What follows belongs to an exercise in optimizing a design on an open flow for small area; a production flow would make more cautious choices.
Function was checked by simulation only, so behaviour that the tests miss may differ from the original.
No activity file was given, so power comes from the tool's default toggle rates.

### config.mk
export PLATFORM = sky130hd
export DESIGN_NAME = ahb_bridge_front
export DESIGN_NICKNAME = ahb_bridge_front
export VERILOG_FILES = /design/flow/design.v
export SDC_FILE = /design/flow/constraint.sdc
export NUM_CORES = 4
export LEC_CHECK = 0
export CAP_MARGIN = 10
export CORE_MARGIN = 2
export CORE_UTILIZATION = 65
export GPL_TIMING_DRIVEN = 0
export PLACE_DENSITY = 0.75
export SLEW_MARGIN = 10
export SYNTH_HIERARCHICAL = 1
export SYNTH_MINIMUM_KEEP_SIZE = 0
### constraint.sdc
create_clock -name core_clock -period 12.0 [get_ports {Hclk}]
set_input_delay 2.4000 -clock core_clock [delete_from_list [all_inputs] [get_ports {Hclk}]]
set_output_delay 2.4000 -clock core_clock [all_outputs]
set_load 0.01 [all_outputs]
### design.v
package ahb_pkg;
        typedef logic [31:0] word_t;
endpackage
package bridge_cfg_pkg;
        typedef logic [3:0] slave_sel_t;
endpackage
module bc_oai22 (input logic a1, input logic a2, input logic b1, input logic b2, output logic y);
        assign y = ~((a1 | a2) & (b1 | b2));
endmodule
module bc_or4 (input logic a, input logic b, input logic c, input logic d, output logic y);
        assign y = a | b | c | d;
endmodule
module bc_or5 (input logic a, input logic b, input logic c, input logic d, input logic e, output logic y);
        assign y = a | b | c | d | e;
endmodule
module bc_nand2 (input logic a, input logic b, output logic y);
        assign y = ~(a & b);
endmodule
module bc_nor2 (input logic a, input logic b, output logic y);
        assign y = ~(a | b);
endmodule
module slave_decoder
(
        input  logic [31:0]     h,       
        input  logic [31:0]     nb,      
        input  logic [31:0]     nl,      
        input  logic            rst_f,
        input  logic            rst_hit,
        output logic            sel
);
        logic [16:0]    c_lo;            
        bd_maj2o u_lo0 (.a1(h[0]), .b1(nb[0]), .a2(h[1]), .b2(nb[1]), .y(c_lo[1]));
        for (genvar q = 1; q < 16; q++)
        begin : g_lo
                bd_maj2 u (.a1(h[2 * q]), .b1(nb[2 * q]), .a2(h[2 * q + 1]), .b2(nb[2 * q + 1]),
                           .c(c_lo[q]), .y(c_lo[q + 1]));
        end
        logic [31:0]    sn;
        logic [31:0]    kn;
        logic [15:0]    nc;              
        bd_maj3 u_k0 (.a(nb[0]), .b(nl[0]), .c(h[0]), .y(kn[0]));
        assign sn[0] = 1'b1;             
        for (genvar j = 1; j < 32; j++)
        begin : g_fa
                bd_fa u (.a(nb[j]), .b(nl[j]), .ci(h[j]), .s(sn[j]), .co(kn[j]));
        end
        bd_maj2o u_hi0 (.a1(sn[1]), .b1(kn[0]), .a2(sn[2]), .b2(kn[1]), .y(nc[1]));
        for (genvar q = 1; q < 15; q++)
        begin : g_hi
                bd_maj2 u (.a1(sn[2 * q + 1]), .b1(kn[2 * q]), .a2(sn[2 * q + 2]), .b2(kn[2 * q + 1]),
                           .c(nc[q]), .y(nc[q + 1]));
        end
        logic hi;
        bd_hi  u_hi  (.a(sn[31]), .b(kn[30]), .c(nc[15]), .d(kn[31]), .y(hi));
        bd_sel u_sel (.rst_f(rst_f), .rst_hit(rst_hit), .c_lo(c_lo[16]), .hi(hi), .sel(sel));
endmodule
module bd_maj2 (input logic a1, input logic b1, input logic a2, input logic b2, input logic c,
                output logic y);
        logic t;
        assign t = (a1 & b1) | (a1 & c) | (b1 & c);
        assign y = (a2 & b2) | (a2 & t) | (b2 & t);
endmodule
module bd_maj2o (input logic a1, input logic b1, input logic a2, input logic b2,
                 output logic y);
        logic t;
        assign t = a1 | b1;
        assign y = (a2 & b2) | (a2 & t) | (b2 & t);
endmodule
module bd_maj3 (input logic a, input logic b, input logic c, output logic y);
        assign y = (a & b) | (a & c) | (b & c);
endmodule
module bd_fa (input logic a, input logic b, input logic ci, output logic s, output logic co);
        assign s  = a ^ b ^ ci;
        assign co = (a & b) | (a & ci) | (b & ci);
endmodule
module bd_hi (input logic a, input logic b, input logic c, input logic d, output logic y);
        assign y = ~(d & ((a & b) | (a & c) | (b & c)));
endmodule
module bd_sel (input logic rst_f, input logic rst_hit, input logic c_lo, input logic hi, output logic sel);
        assign sel = rst_f ? rst_hit : (c_lo & hi);
endmodule
module ahb_bridge_front
(
        input  logic            Hclk,
        input  logic            Hresetn,
        input  logic [1:0]      Htrans,
        input  logic [2:0]      Hsize,
        input  logic [31:0]     Haddr,
        input  logic            Hwrite,
        input  logic [31:0]     Hwdata,
        input  logic            Hreadyin,
        input  logic            Hreadyout_in,
        output logic [1:0]      Hresp,
        output logic            Hreadyout,
        output logic [3:0]      Pselx_out,
        output logic            valid,
        output logic [31:0]     config_reg_data
);
        logic   cfg_hit;
        logic   active;
        logic   addr_phase;
        logic   cfg_wr;
        assign cfg_hit    = ~|Haddr[31:4] & (~Haddr[3] | ~|Haddr[2:0]);
        assign active     = Htrans[1];
        assign addr_phase = Hreadyin & active;
        assign cfg_wr     = Hwrite & cfg_hit;
        logic   err_e;
        logic   err_f;
        logic   oversize;
        logic   misaligned;
        logic   seq;
        logic   seq_bad;
        logic   bad;
        logic   error;
        logic [1:0]     p_k;
        logic           p_w;
        assign seq        = Htrans[1] & Htrans[0];
        assign oversize   = Hsize[2] | (Hsize[1] & Hsize[0]);
        assign misaligned = ~cfg_hit & ((Hsize[0] & Haddr[0]) | (Hsize[1] & (Haddr[1] | Haddr[0])));
        assign seq_bad    = (p_k == 2'd3) ? p_w : ({p_k, p_w} != {Hsize[1:0], Hwrite});
        assign bad        = oversize | misaligned | (seq & seq_bad);
        assign error      = addr_phase & ~err_e & bad;
        always_ff @(posedge Hclk or negedge Hresetn)
        begin
                if (!Hresetn)
                begin
                        err_e    <= 1'b0;
                        err_f    <= 1'b0;
                        p_k      <= 2'd3;
                        p_w      <= 1'b1;
                end
                else
                begin
                        err_e    <= error | err_f;
                        err_f    <= error;
                        if (Htrans == 2'b10 && !oversize)
                        begin
                                p_k <= Hsize[1:0];
                                p_w <= Hwrite;
                        end
                        else
                        begin
                                p_k <= 2'd3;
                                p_w <= (Htrans == 2'b00) | (Htrans == 2'b10);
                        end
                end
        end
        assign Hresp     = {err_e, 1'b0};
        assign Hreadyout = err_e ? ~err_f : (cfg_wr | Hreadyout_in);
        assign valid     = Hreadyin & ~err_e & active & ~cfg_wr;
        logic [3:0]     idx;
        logic           is_wr;
        logic [3:0]     wr_tgt;          
        logic [3:0]     rd_sel;          
        logic [8:1]     wr_en;
        always_ff @(posedge Hclk or negedge Hresetn)
        begin
                if (!Hresetn)
                begin
                        idx   <= 4'd0;
                        is_wr <= 1'b0;
                end
                else
                begin
                        is_wr <= Hreadyin & Hwrite;
                        if (Hreadyin)
                                idx <= (active & cfg_hit) ? Haddr[3:0] : 4'd0;
                        else if (is_wr)
                                idx <= 4'd0;
                end
        end
        assign wr_tgt = is_wr ? idx : 4'd0;
        assign rd_sel = is_wr ? 4'd0 : idx;
        always_comb
        begin
                for (int k = 1; k < 8; k++)
                        wr_en[k] = ~err_e & (wr_tgt[2:0] == 3'(k));
                wr_en[8] = ~err_e & wr_tgt[3];
        end
        logic [3:0]     rst_f;
        logic [31:0]    nbase_r [0:3];
        logic [31:0]    nlen_r  [0:3];
        logic [31:0]    bus_b;
        logic [31:0]    bus_l;
        always_ff @(posedge Hclk or negedge Hresetn)
        begin
                if (!Hresetn)
                        rst_f <= 4'hF;
                else
                        for (int i = 0; i < 4; i++)
                                if (wr_en[2 * i + 1] | wr_en[2 * i + 2])
                                        rst_f[i] <= 1'b0;
        end
        assign bus_l = idx[0] ? 32'h0000_03FF : Hwdata;
        assign bus_b = idx[0] ? Hwdata :
                       {4'b1000, idx[3] | (idx[2] & idx[1]), idx[3] | (idx[2] & ~idx[1]), 26'd0};
        logic           odd;
        logic           odd_n;
        logic [31:0]    nbus_b;
        logic [31:0]    nbus_l;
        assign odd   = idx[0];
        assign odd_n = ~idx[0];
        for (genvar j = 0; j < 32; j++)
        begin : g_bus
                if (j < 10)
                begin : g_l0
                        bc_nor2  u_l (.a(Hwdata[j]), .b(odd), .y(nbus_l[j]));
                end
                else
                begin : g_l1
                        bc_nand2 u_l (.a(Hwdata[j]), .b(odd_n), .y(nbus_l[j]));
                end
                if (j == 31)
                begin : g_b0
                        bc_nor2  u_b (.a(Hwdata[j]), .b(odd_n), .y(nbus_b[j]));
                end
                else if (j == 27 || j == 26)
                begin : g_bx
                        assign nbus_b[j] = ~bus_b[j];
                end
                else
                begin : g_b1
                        bc_nand2 u_b (.a(Hwdata[j]), .b(odd), .y(nbus_b[j]));
                end
        end
        always_ff @(posedge Hclk)
        begin
                for (int i = 0; i < 4; i++)
                begin
                        if (wr_en[2 * i + 1] | (wr_en[2 * i + 2] & rst_f[i]))
                                nbase_r[i] <= nbus_b;
                        if (wr_en[2 * i + 2] | (wr_en[2 * i + 1] & rst_f[i]))
                                nlen_r[i] <= nbus_l;
                end
        end
        logic [8:1]     rsel;
        logic [8:1]     rsel_r;          
        logic [8:1]     rsel_c;          
        logic [31:0]    rd_const;
        always_comb
        begin
                for (int k = 1; k < 8; k++)
                        rsel[k] = ~rd_sel[3] & (rd_sel[2:0] == 3'(k));
                rsel[8] = rd_sel[3];
                for (int i = 0; i < 4; i++)
                begin
                        rsel_r[2 * i + 1] = rsel[2 * i + 1] & ~rst_f[i];
                        rsel_r[2 * i + 2] = rsel[2 * i + 2] & ~rst_f[i];
                        rsel_c[2 * i + 1] = rsel[2 * i + 1] & rst_f[i];
                        rsel_c[2 * i + 2] = rsel[2 * i + 2] & rst_f[i];
                end
                rd_const        = '0;
                rd_const[31]    = rsel_c[1] | rsel_c[3] | rsel_c[5] | rsel_c[7];
                rd_const[27]    = rsel_c[5] | rsel_c[7];
                rd_const[26]    = rsel_c[3] | rsel_c[7];
                rd_const[9:0]   = {10{rsel_c[2] | rsel_c[4] | rsel_c[6] | rsel_c[8]}};
        end
        logic [8:1]     nrsel_r;
        assign nrsel_r = ~rsel_r;
        for (genvar j = 0; j < 32; j++)
        begin : g_rd
                logic x0;
                logic x1;
                logic x2;
                logic x3;
                bc_oai22 u_x0 (.a1(nrsel_r[1]), .a2(nbase_r[0][j]), .b1(nrsel_r[2]), .b2(nlen_r[0][j]), .y(x0));
                bc_oai22 u_x1 (.a1(nrsel_r[3]), .a2(nbase_r[1][j]), .b1(nrsel_r[4]), .b2(nlen_r[1][j]), .y(x1));
                bc_oai22 u_x2 (.a1(nrsel_r[5]), .a2(nbase_r[2][j]), .b1(nrsel_r[6]), .b2(nlen_r[2][j]), .y(x2));
                bc_oai22 u_x3 (.a1(nrsel_r[7]), .a2(nbase_r[3][j]), .b1(nrsel_r[8]), .b2(nlen_r[3][j]), .y(x3));
                if (j == 31 || j == 27 || j == 26 || j < 10)
                begin : g_c
                        bc_or5 u_y (.a(x0), .b(x1), .c(x2), .d(x3), .e(rd_const[j]), .y(config_reg_data[j]));
                end
                else
                begin : g_n
                        bc_or4 u_y (.a(x0), .b(x1), .c(x2), .d(x3), .y(config_reg_data[j]));
                end
        end
        logic           rst_win;
        logic [3:0]     rst_hit;         
        assign rst_win = (Haddr[31:28] == 4'b1000) & (Haddr[25:10] == 16'd0) & ~&Haddr[9:0];
        for (genvar i = 0; i < 4; i++)
        begin : g_dec
                assign rst_hit[i] = rst_win & (Haddr[27:26] == 2'(i));
                slave_decoder u_dec
                (
                        .h       (Haddr),
                        .nb      (nbase_r[i]),
                        .nl      (nlen_r[i]),
                        .rst_f   (rst_f[i]),
                        .rst_hit (rst_hit[i]),
                        .sel     (Pselx_out[i])
                );
        end
endmodule
### flow/run.sh
#!/bin/bash
# The standard layout (the standard.sh) with two changes:
#  - port buffers are the smallest buffer cell instead of a delay buffer;
#  - clock tree sinks are clustered in larger groups, without dummy loads.
set -euo pipefail
export BUFFER_PORTS_ARGS="-buffer_cell sky130_fd_sc_hd__buf_1"
export CTS_ARGS="-sink_clustering_enable -repair_clock_nets -sink_clustering_size 10 -sink_clustering_max_diameter 50 -buf_list sky130_fd_sc_hd__clkbuf_4 -dont_use_dummy_load"
bash standard.sh finish > standard_flow.log 2>&1
### standard.sh
#!/bin/bash
# synth_recipe.tcl (not shown) runs the flow's synth.tcl, then flattens the netlist and writes it again
# the make line also repeats each setting of config.mk as NAME=value (left out here)
make -C /OpenROAD-flow-scripts/flow DESIGN_CONFIG=/design/flow/config.mk WORK_HOME=/design/flow/orfs CLKGATE_MAP_FILE= SYNTH_SCRIPT=/design/flow/synth_recipe.tcl "${@:-finish}"
==> results of run 1 <==
## logic make-up (layout without fill, tap and decap cells)
group	Yosys count	count (layout)	synth area share [%]
adder cells (fa/ha/maj)	132	132	16.8
flip-flops	270	270	52.6
other	1	2	0.0245
AO/OA/AOI/OAI	537	537	20.2
XOR/XNOR	2	2	0.114
AND/OR/NAND/NOR	329	329	9.81
multiplexers	1	1	0.0654
buffers and inverters	14	183	0.417
## per-module statistics from Yosys (local to each module, per instance), excerpt
| module | cells | flip-flops and latches | cell area [µm²] | copies in the design |
|---|---|---|---|---|
| ahb_bridge_front | 402 | 270 | 8870 | 1 |
| bc_nand2 | 1 | 0 | 3.75 | 51 |
| bc_nor2 | 1 | 0 | 3.75 | 11 |
| bc_oai22 | 1 | 0 | 6.26 | 128 |
| bc_or4 | 1 | 0 | 7.51 | 19 |
| bc_or5 | 3 | 0 | 12.5 | 13 |
| bd_fa | 1 | 0 | 20.0 | 124 |
| bd_hi | 2 | 0 | 15.0 | 4 |
| bd_maj2 | 4 | 0 | 20.0 | 116 |
| bd_maj2o | 3 | 0 | 16.3 | 8 |
| bd_maj3 | 1 | 0 | 11.3 | 4 |
| bd_sel | 3 | 0 | 12.5 | 4 |
## flip-flops by register name, indices dropped and copies added (netlist names)
register	count
nbase_r	128
nlen_r	128
idx	4
rst_f	4
p_k	2
err_e	1
err_f	1
is_wr	1
p_w	1
## how the worst max path moves through the flow
stage / from / depth (start not counted) / slack, ns / end
finish: Haddr[3] / 34 / 0.57 / Pselx_out[3]
global route: Haddr[3] / 34 / 0.03 / Pselx_out[3]
CTS: Haddr[1] / 36 / 0.49 / Pselx_out[3]
detailed placement: Haddr[1] / 36 / 0.54 / Pselx_out[3]
global placement: Haddr[1] / 36 / 0.78 / Pselx_out[3]
floorplan: Haddr[2] / 35 / 2.91 / Pselx_out[0]
## metal layers
layer | vias up | share of wire, % | routed length (µm)
met5 | - | 0 | 0
met1 | 5998 | 38 | 16500
met3 | 163 | 11 | 4670
li1 | 5426 | - | -
met2 | 763 | 47 | 20700
met4 | 0 | 4.0 | 1750
## synthesized netlist by cell type, drive strengths merged
cell / instances
edfxtp: 256
o22ai: 246
nand2: 211
a21oi: 130
o21ai: 129
fa: 124
nor2: 45
nor3: 20
or4: 20
o31ai: 9
maj3: 8
buf: 7
dfrtp: 7
dfstp: 7
nor4: 7
inv: 5
nand2b: 5
or3: 5
a31oi: 4
a32o: 4
nand4: 4
nand3b: 3
o21a: 3
a211oi: 2
a22oi: 2
and2: 2
and3b: 2
clkbuf: 2
o31a: 2
xnor2: 2
a21o: 1
a31o: 1
a32oi: 1
a41oi: 1
and3: 1
conb: 1
mux2i: 1
nand3: 1
nor3b: 1
nor4bb: 1
o21bai: 1
o221ai: 1
or3b: 1
## metrics by stage
step / power, µW / setup slack, ns / hold WS, ns / cells / util, %
2_1_floorplan: 1130 / 2.91 / 0.444 / 1286 / -
3_5_place_dp: 1200 / 0.542 / 0.484 / 1740 / 71.3
3_3_place_gp: 1190 / 0.782 / 0.471 / 1717 / 69.3
6_report: 1610 / 0.566 / 0.511 / 1775 / 72.5
5_1_grt: 1660 / 0.0274 / 0.531 / 1775 / 72.5
4_1_cts: 1610 / 0.488 / 0.514 / 1774 / 72.4
## area by class of cell
class | instances | share of cell area (%)
repair buffers | 135 | 4.88
flip-flops and latches | 270 | 47.7
plain buffers | 9 | 0.267
diodes | 1 | 0.0148
well taps | 319 | 2.37
clock buffers | 34 | 1.51
inverters | 5 | 0.111
multi-input cells | 1002 | 43.1
## tightest hold or removal path, cell delays in order, from the launching register on
cell and delay (ns):
dfrtp_1 0.37, inv_1 0.04, o221ai_1 0.06
## power breakdown
group | internal (µW) | leakage [µW] | switching (µW)
clock network | 131 | 0.000156 | 290
registers | 1020 | 0.00257 | 1.35
logic | 57.6 | 0.00289 | 102
total | 1210 | 0.00561 | 394
==> flow_summary.ini, run 1 <==
[status]
status = finished clean

[layout]
finalInstanceArea_mm2 = 0.0169
layout_common_cells = edfxtp_1 (256), o22ai_1 (245), nand2_1 (207)
area_delta_synth_final_pct = 10.2
multi_input_area_mm2 = 0.00727
regArea_mm2 = 0.00805
fill_cells = 1712
mostFrequentLayoutCell = edfxtp_1
drive_gt1_share_pct = 7.29
nNetsFinal = 1655

[floorplanning]
io_pins = 114
die_h_um = 157
dieWidth_um = 157
num_rows = 56
initial_utilization_pct = 65.8
core_area_mm2 = 0.0233
die_area_mm2 = 0.0248

[global_routing]
use_met3_pct = 6.66
grt_overflow = 0
grtUsageTotal_pct = 36.2
antenna_found_initial = 1
grt_pass1_vias = 12300
grt_use_met1_pct = 49.2
busiest_layer = met2
grt_max_degree = 33
grtUsageMet2_pct = 58.4
grt_pass1_wl_um = 66500

[placed_design]
io_buffers = 112
postPlaceCellArea_mm2 = 0.0166
place_congestion = 0.922
dp_hpwl_um = 30800

[clocking]
h-tree-depth = 2
holdBufCountCts = 0
cts_tree = built
clock_latency_ns = 0.67
clockBufferDepth = 3
post-cts-setup-buffers = 0
cts_resized = 0
path_clk_slew_ns = 0.10
clockRootBuffer = clkbuf_4
numClockSinks = 270
cts_made_buffers = 34

[timing]
fmax_mhz = 87.5
relSlewSlack_pct = 10.2
rsz0062_at_grt = no
fin_skew_ns = 0.0460
worst_pin_slew_ns = 1.34
period_minus_slack_ns = 11.43
fin_setup_tns_ns = 0
finalCritPeriodShare_pct = 95.3
timing_hold_violations_final = 0
setup-violations-final = 0
maxSlewViolCount = 0

[synthesis]
yosysTopAreaCellShare_pct = 50.2
yosysTopAreaCell = edfxtp_1
synth-seq-cells = 270
synth_nets = 1484
syn-mean-instance-area_um2 = 11.9
yosysWarnings = 11
synth.area.top_cells = edfxtp_1 (50%), fa_1 (16%), o22ai_1 (10%)
seq_area_frac_synth_pct = 52.6
ys_types = 52
synth_area_mm2 = 0.0153
syn_inst = 1286

[hold_path]
hold_depth = 2
hold_path.class = register to register
min_from = err_f
worstHoldEndpoint = err_e

[worst_setup_path]
reg2reg_to = nlen_r[0][17]
path_delay_family = compound AO/OA/AOI/OAI gates
cpMaxStageDelayCell = buf_1
arrival_ns = 9.03
start_kind = input port
crit_top_cell = o21ai_1
reg2reg_depth = 8
worstPathRequired_ns = 9.60
crit_type = input port to output port
critPathMaxFanout = 16
r2r-start = idx[0]
slowest_delay_ns = 0.64
end_kind = output port
path_buf_inv = 2
r2r_setup_slack_ns = 8.07

[route]
dr.pass1.iters = 6
vias_per_cell = 6.96
detail-route-antenna-nets = 0
drtIter0Drc = 1395
drc = 0
via_count = 12400
drt-total-wl_um = 43700
wl_per_cell_um = 24.6

[job]
drv_cap = 0

[power]
p_leak_uw = 0.00561
irDropWorstVdd_uv = 68.4
power_density_mw_per_mm2 = 95.3
==> run 2: changes to the inputs <==
--- a/config.mk
+++ b/config.mk
@@ -9,5 +9,4 @@
 export CORE_MARGIN = 2
 export CORE_UTILIZATION = 65
-export GPL_TIMING_DRIVEN = 0
 export PLACE_DENSITY = 0.75
 export SLEW_MARGIN = 10
==> run 2 against run 1 <==
Register-to-register slack better by 0.59 ns. Count of clock-buffer cells in the layout stayed put. Power hardly changed. First-iteration DRC count is 2.1% lower. Sequential share of layout area is 0.85 points higher. Routed wire length is 0.19% lower. Critical path depth is 2 higher. Area after synthesis stayed put. Die area stayed put. Worst setup slack worse by 0.14 ns. Fmax is 1.2% lower. Non-clock buffer count is 9 lower.
==> flow_summary.ini, run 2 <==
[route]
drc = 0
drt-total-wl_um = 43600
via_count = 12300
detail-route-antenna-nets = 0
dr.pass1.iters = 5
drtIter0Drc = 1366
vias_per_cell = 6.94
wl_per_cell_um = 24.7

[synthesis]
synth.area.top_cells = edfxtp_1 (50%), fa_1 (16%), o22ai_1 (10%)
synth_area_mm2 = 0.0153
yosysTopAreaCell = edfxtp_1
ys_types = 52
seq_area_frac_synth_pct = 52.6
netlist_top_cells_count = edfxtp_1 (256), o22ai_1 (246), nand2_1 (211)
synth_compound_area_share_pct = 20.2
synthMuxAreaShare_pct = 0.0654
synth_ff_type = edfxtp_1
syn-mean-instance-area_um2 = 11.9
synthArstFlopShare_pct = 5.19
synth-xor-area-share_pct = 0.114
synthSimpleGateAreaFrac_pct = 9.81
post-synth-top-count-cell = edfxtp_1
synth_fa_ha_area_share_pct = 16.8
synth-edff-count = 256
yosysWarnings = 11
yosysTopAreaCellShare_pct = 50.2
syn_inst = 1286
synth_nets = 1484
synth_top_family_by_area = compound AO/OA/AOI/OAI gates
synth-seq-cells = 270

[hold_path]
hold_path.class = register to register

[clocking]
clockRootBuffer = clkbuf_4
holdBufCountCts = 0
clockBufferDepth = 3
cts_tree = built
numClockSinks = 270
clock_latency_ns = 0.64
path_clk_slew_ns = 0.11
cts_resized = 0
cts_made_buffers = 34
post-cts-setup-buffers = 0
h-tree-depth = 2

[worst_setup_path]
start_kind = input port
end_kind = output port
crit_top_cell = o21ai_1
critPathMaxFanout = 16
slowest_delay_ns = 0.56
crit_type = input port to output port
cpMaxStageDelayCell = buf_1
worstPathRequired_ns = 9.60
arrival_ns = 9.18

[floorplanning]
dieWidth_um = 157
io_pins = 114
core_area_mm2 = 0.0233
die_h_um = 157
initial_utilization_pct = 65.8
num_rows = 56
die_area_mm2 = 0.0248

[layout]
area_delta_synth_final_pct = 8.24
layout.cells.non_filler = 1766
drive_gt1_share_pct = 6.36
mostFrequentLayoutCell = edfxtp_1
largestRegisters = nbase_r x128, nlen_r x128
finalInstanceArea_mm2 = 0.0166
layout_common_cells = edfxtp_1 (256), o22ai_1 (246), nand2_1 (211)
nNetsFinal = 1646

[global_routing]
grt_overflow = 0
grtUsageTotal_pct = 36.2
antenna_found_initial = 1
grt_pass1_wl_um = 66700
grt_pass1_vias = 12200
grt_max_degree = 33

[job]
drv_cap = 0

[power]
p_int_uw = 1210
pwr-share-seq_pct = 63.8
comb_power_share_pct = 9.8
p_sw_uw = 395
swShare_pct = 24.6
power_density_mw_per_mm2 = 97.0
irDropWorstVdd_uv = 80.5
p_leak_uw = 0.00548
pwr-share-clk_pct = 26.4

[placed_design]
place_congestion = 0.926
dp_hpwl_um = 29900
postPlaceCellArea_mm2 = 0.0163
io_buffers = 112
place_inst = 1731

[timing]
rsz0062_at_grt = no
timing_hold_violations_final = 0
fin_skew_ns = 0.0287
setup-violations-final = 0
fmax_mhz = 86.4
fin_setup_tns_ns = 0
finalCritPeriodShare_pct = 96.5
holdWs_ns = 0.487
relSlewSlack_pct = 26.9
maxSlewViolCount = 0
period_minus_slack_ns = 11.58
worst_pin_slew_ns = 1.09

[status]
status = finished clean
-- run 2: cell counts after synthesis --
Identical to the previous run, type by type.
-- run 2: power groups by stage --
stage | clock (µW) | sequential (µW) | combinational, µW
floorplan | 0 | 1050 | 88.7
global placement | 0 | 1050 | 147
detailed placement | 0 | 1050 | 152
CTS | 431 | 1030 | 154
global route | 464 | 1030 | 173
finish | 424 | 1030 | 158
-- run 2: metrics by stage --
stage | util [%] | setup WS [ns] | total power (µW)
floorplan | - | 2.91 | 1130
global placement | 70.1 | 0.972 | 1190
detailed placement | 70.1 | 0.696 | 1200
CTS | 71.2 | 0.660 | 1610
global route | 71.2 | 0.00923 | 1660
finish | 71.2 | 0.421 | 1610
-- run 2: metal layers --
metal / global-route usage (%) / vias up / wire [µm]
met5: 0 / - / 0
met4: 13.5 / 0 / 1500
met3: 7.35 / 115 / 5080
met2: 58.6 / 797 / 20700
met1: 49.3 / 5958 / 16400
li1: - / 5392 / -
-- run 2: final timing paths --
check                      cells after the start     start             to  slack [ns]
min in group asynchronous                      1   Hresetn          err_f        1.81
hold / removal                                 2     err_f          err_e        0.49
max in group asynchronous                      1   Hresetn         idx[0]        9.67
hold reg to reg                                2     err_f          err_e        0.49
setup / recovery                              36  Haddr[1]   Pselx_out[3]        0.42
setup reg to reg                               7    idx[0]  nlen_r[2][30]        8.66
-- run 2: cells by family (layout without fill, tap and decap cells) --
kind of cell	count (synthesis)	in the layout
compound gates	537	537
xor+xnor	2	2
fa+ha+maj	132	132
buf+inv	14	174
flops	270	270
mux	1	1
other cells	1	2
simple gates	329	329
-- run 2: per-module statistics from Yosys, one instance, submodules excluded, a selection --
module	area, µm²	copies in the design	cells
bd_sel	12.5	4	3
ahb_bridge_front	8870	1	402
bc_or4	7.51	19	1
bd_maj3	11.3	4	1
bd_fa	20.0	124	1
bc_nand2	3.75	51	1
bd_hi	15.0	4	2
bd_maj2	20.0	116	4
bc_oai22	6.26	128	1
bc_nor2	3.75	11	1
bc_or5	12.5	13	3
bd_maj2o	16.3	8	3
-- run 2: area by class of cell --
type	count	area [µm²]
Inverter	5	18.8
Fill cell	1717	6700
Sequential cell	270	8050
Timing Repair Buffer	135	593
Antenna cell	1	2.50
Tap cell	319	399
Multi-Input combinational cell	1002	7250
Clock buffer	34	255
-- run 2: critical path, delay by kind of cell --
kind            cells  cell delay (ns)
simple gates        2             0.23
compound gates     32             5.83
buf+inv             2             0.73
==> run 3: changes to the inputs <==
==> flow/run.sh (replaced) <==
#!/bin/bash
# The standard layout (the standard.sh) with two changes:
#  - port buffers are the smallest buffer cell instead of a delay buffer;
#  - clock tree sinks are clustered in larger groups, without dummy loads.
set -euo pipefail
export BUFFER_PORTS_ARGS="-buffer_cell sky130_fd_sc_hd__buf_1"
export CTS_ARGS="-sink_clustering_enable -repair_clock_nets -sink_clustering_size 14 -sink_clustering_max_diameter 45 -buf_list sky130_fd_sc_hd__clkbuf_8 -dont_use_dummy_load"
bash standard.sh finish > standard_flow.log 2>&1
==> run 3 against run 2 <==
Still clean on timing, DRC and antenna. First-iteration DRC count is 8.8% higher. Register-to-register slack gained 0.03 ns. Clock skew up 0.0094 ns. Power up 6.5%. Critical endpoint unchanged. Largest power group unchanged. Highest routed layer unchanged.
==> flow_summary.ini, run 3 <==
[global_routing]
grt_pass1_vias = 12100
grt_max_degree = 33
grtUsageTotal_pct = 35.8
grt_pass1_wl_um = 66200
grt_overflow = 0
antenna_found_initial = 0

[worst_setup_path]
worstPathRequired_ns = 9.60
start_kind = input port
critPathMaxFanout = 16
slowest_delay_ns = 0.51
setup.worst_path.start = Haddr[0]
end_kind = output port
arrival_ns = 8.94
r2r-start = idx[0]
cpMaxStageDelayCell = buf_1
crit_top_cell = o21ai_1
crit_type = input port to output port

[clocking]
path_clk_slew_ns = 0.08
cts_resized = 0
cts_made_buffers = 31
h-tree-depth = 1
cts_tree = built
numClockSinks = 270
clock_latency_ns = 0.60
post-cts-setup-buffers = 0
holdBufCountCts = 0
clockBufferDepth = 3
clockRootBuffer = clkbuf_8

[route]
vias_per_cell = 6.97
drtIter0Drc = 1486
via_count = 12300
dr.pass1.iters = 6
wl_per_cell_um = 24.8
drc = 0
drt-total-wl_um = 43800
detail-route-antenna-nets = 0

[timing]
maxSlewViolCount = 0
fin_setup_tns_ns = 0
finalCritPeriodShare_pct = 94.5
worst_slack_ns = 0.659
fmax_mhz = 88.2
timing_hold_violations_final = 0
relSlewSlack_pct = 27.8
fin_skew_ns = 0.0381
setup-violations-final = 0
period_minus_slack_ns = 11.34
worst_pin_slew_ns = 1.08
rsz0062_at_grt = no

[synthesis]
seq_area_frac_synth_pct = 52.6
netlist_top_cells_count = edfxtp_1 (256), o22ai_1 (246), nand2_1 (211)
yosysTopAreaCell = edfxtp_1
ys_types = 52
post-synth-top-count-cell = edfxtp_1
yosysWarnings = 11
synth-seq-cells = 270
yosysTopAreaCellShare_pct = 50.2
synth_ff_type = edfxtp_1
syn_inst = 1286
synthArstFlopShare_pct = 5.19
synth_nets = 1484
syn-mean-instance-area_um2 = 11.9
synth.area.top_cells = edfxtp_1 (50%), fa_1 (16%), o22ai_1 (10%)
synth_area_mm2 = 0.0153
synth-edff-count = 256

[placed_design]
pre_cts_ws_ns = 0.696
postPlaceCellArea_mm2 = 0.0163
place_congestion = 0.926
place_inst = 1731
dp_hpwl_um = 29900
io_buffers = 112

[status]
status = finished clean

[power]
power_density_mw_per_mm2 = 102
p_leak_uw = 0.00555
finalPower_uw = 1710
irDropWorstVdd_uv = 96.4

[layout]
layout.cells.non_filler = 1762
finalInstanceArea_mm2 = 0.0167
nNetsFinal = 1643
antenna_cells = 0
area_delta_synth_final_pct = 9.35
layout_common_cells = edfxtp_1 (256), o22ai_1 (246), nand2_1 (211)
largestRegisters = nbase_r x128, nlen_r x128
mostFrequentLayoutCell = edfxtp_1
drive_gt1_share_pct = 6.24

[floorplanning]
die_area_mm2 = 0.0248
core_area_mm2 = 0.0233
die_h_um = 157
initial_utilization_pct = 65.8
io_pins = 114
num_rows = 56
dieWidth_um = 157

[job]
drv_cap = 0

[hold_path]
min_from = err_f
hold_path.class = register to register
==> run 3: cell count changes in the layout (fill, tap and decap cells not counted) <==
cell	change
clkbuf_4	-34
clkbuf_8	+31
buf_1	-1
clkbuf_2	+1
diode_2	-1
==> run 3: path summary, 6_finish.rpt <==
check	to	slack (ns)	depth (start not counted)
worst max-delay path	Pselx_out[3]	0.66	36
worst min-delay path	err_e	0.48	2
worst max register to register	nlen_r[2][25]	8.69	7
worst min register to register	err_e	0.48	2
max in group asynchronous	idx[0]	9.59	1
min in group asynchronous	err_f	1.87	1
==> run 3: final cells by class <==
cell class	instances	area, µm²
Sequential cell	270	8050
Multi-Input combinational cell	1002	7250
Fill cell	1684	6530
Timing Repair Buffer	135	594
Clock buffer	31	427
Tap cell	319	399
Inverter	5	18.8
==> run 3: modules after synthesis (local to each module, per instance), a selection <==
module / cells inside / flip-flops and latches / area (µm²)
ahb_bridge_front: 402 / 270 / 8870
bd_fa: 1 / 0 / 20.0
bd_maj2: 4 / 0 / 20.0
bd_maj2o: 3 / 0 / 16.3
bd_hi: 2 / 0 / 15.0
bc_or5: 3 / 0 / 12.5
bd_sel: 3 / 0 / 12.5
bd_maj3: 1 / 0 / 11.3
bc_or4: 1 / 0 / 7.51
bc_oai22: 1 / 0 / 6.26
bc_nand2: 1 / 0 / 3.75
bc_nor2: 1 / 0 / 3.75
==> run 3: power by group <==
part,leakage (µW),total (µW),internal [µW],switching [µW]
registers,0.00257,1030,1020,1.80
clock network,0.000223,527,227,300
logic,0.00276,158,56.8,101
total,0.00555,1710,1310,403
==> run 3: kinds of logic after synthesis <==
group | after synthesis | synth area share, %
and+or+nand+nor | 329 | 9.81
muxes | 1 | 0.0654
xor gates and xnor gates | 2 | 0.114
adders and majority gates | 132 | 16.8
AOI/OAI and AO/OA | 537 | 20.2
other | 1 | 0.0245
buffers and inverters | 14 | 0.417
DFF | 270 | 52.6
==> run 3: metrics by stage <==
stage               hold WS [ns]  util [%]
floorplan                  0.444         -
global placement           0.455      70.1
detailed placement         0.473      70.1
CTS                        0.482      71.9
global route               0.527      71.9
finish                     0.480      71.9
==> run 3: critical path, delay by kind of cell <==
family	cells	cell delay (ns)
AOI/OAI and AO/OA	32	5.64
buffers and inverters	2	0.68
and+or+nand+nor	2	0.21
==> run 3: metal layers <==
layer | global-route usage, % | part of all wire (%)
met3 | 5.81 | 11
met5 | 0 | 0
met2 | 58.6 | 48
met1 | 49.2 | 38
met4 | 12.9 | 3.4

static timing again, ports no longer ideal:
In the flow no input, the clock included, has a driving cell. The finished layouts below were timed again as built, in two steps. Step 1: set_driving_cell puts a clkbuf_16 on Hclk and a buf_2 on each other input, an assumption about the parent block. Step 2, shift: input delay + t, output delay - t, t = (earliest + latest rising clock arrival at the registers) / 2. This alone moves slack from input paths to output paths. Slacks: ideal ports / drivers / drivers and shift; pairs: ideal ports / drivers.
run	t, ns	setup WS [ns]	hold WS [ns]	pins driven straight from the clock port
run 1	0.688	0.566 / 0.534 / 0.534	0.511 / 0.511 / 0.511	1
run 2	0.664	0.421 / 0.394 / 0.394	0.487 / 0.487 / 0.487	1
run 3	0.627	0.659 / 0.628 / 0.628	0.480 / 0.480 / 0.480	1
After both steps setup and hold are still met in every run listed. The setup slack of run 1, which loses most, moves by -0.032 ns with the drivers and by -0.032 ns with both steps.
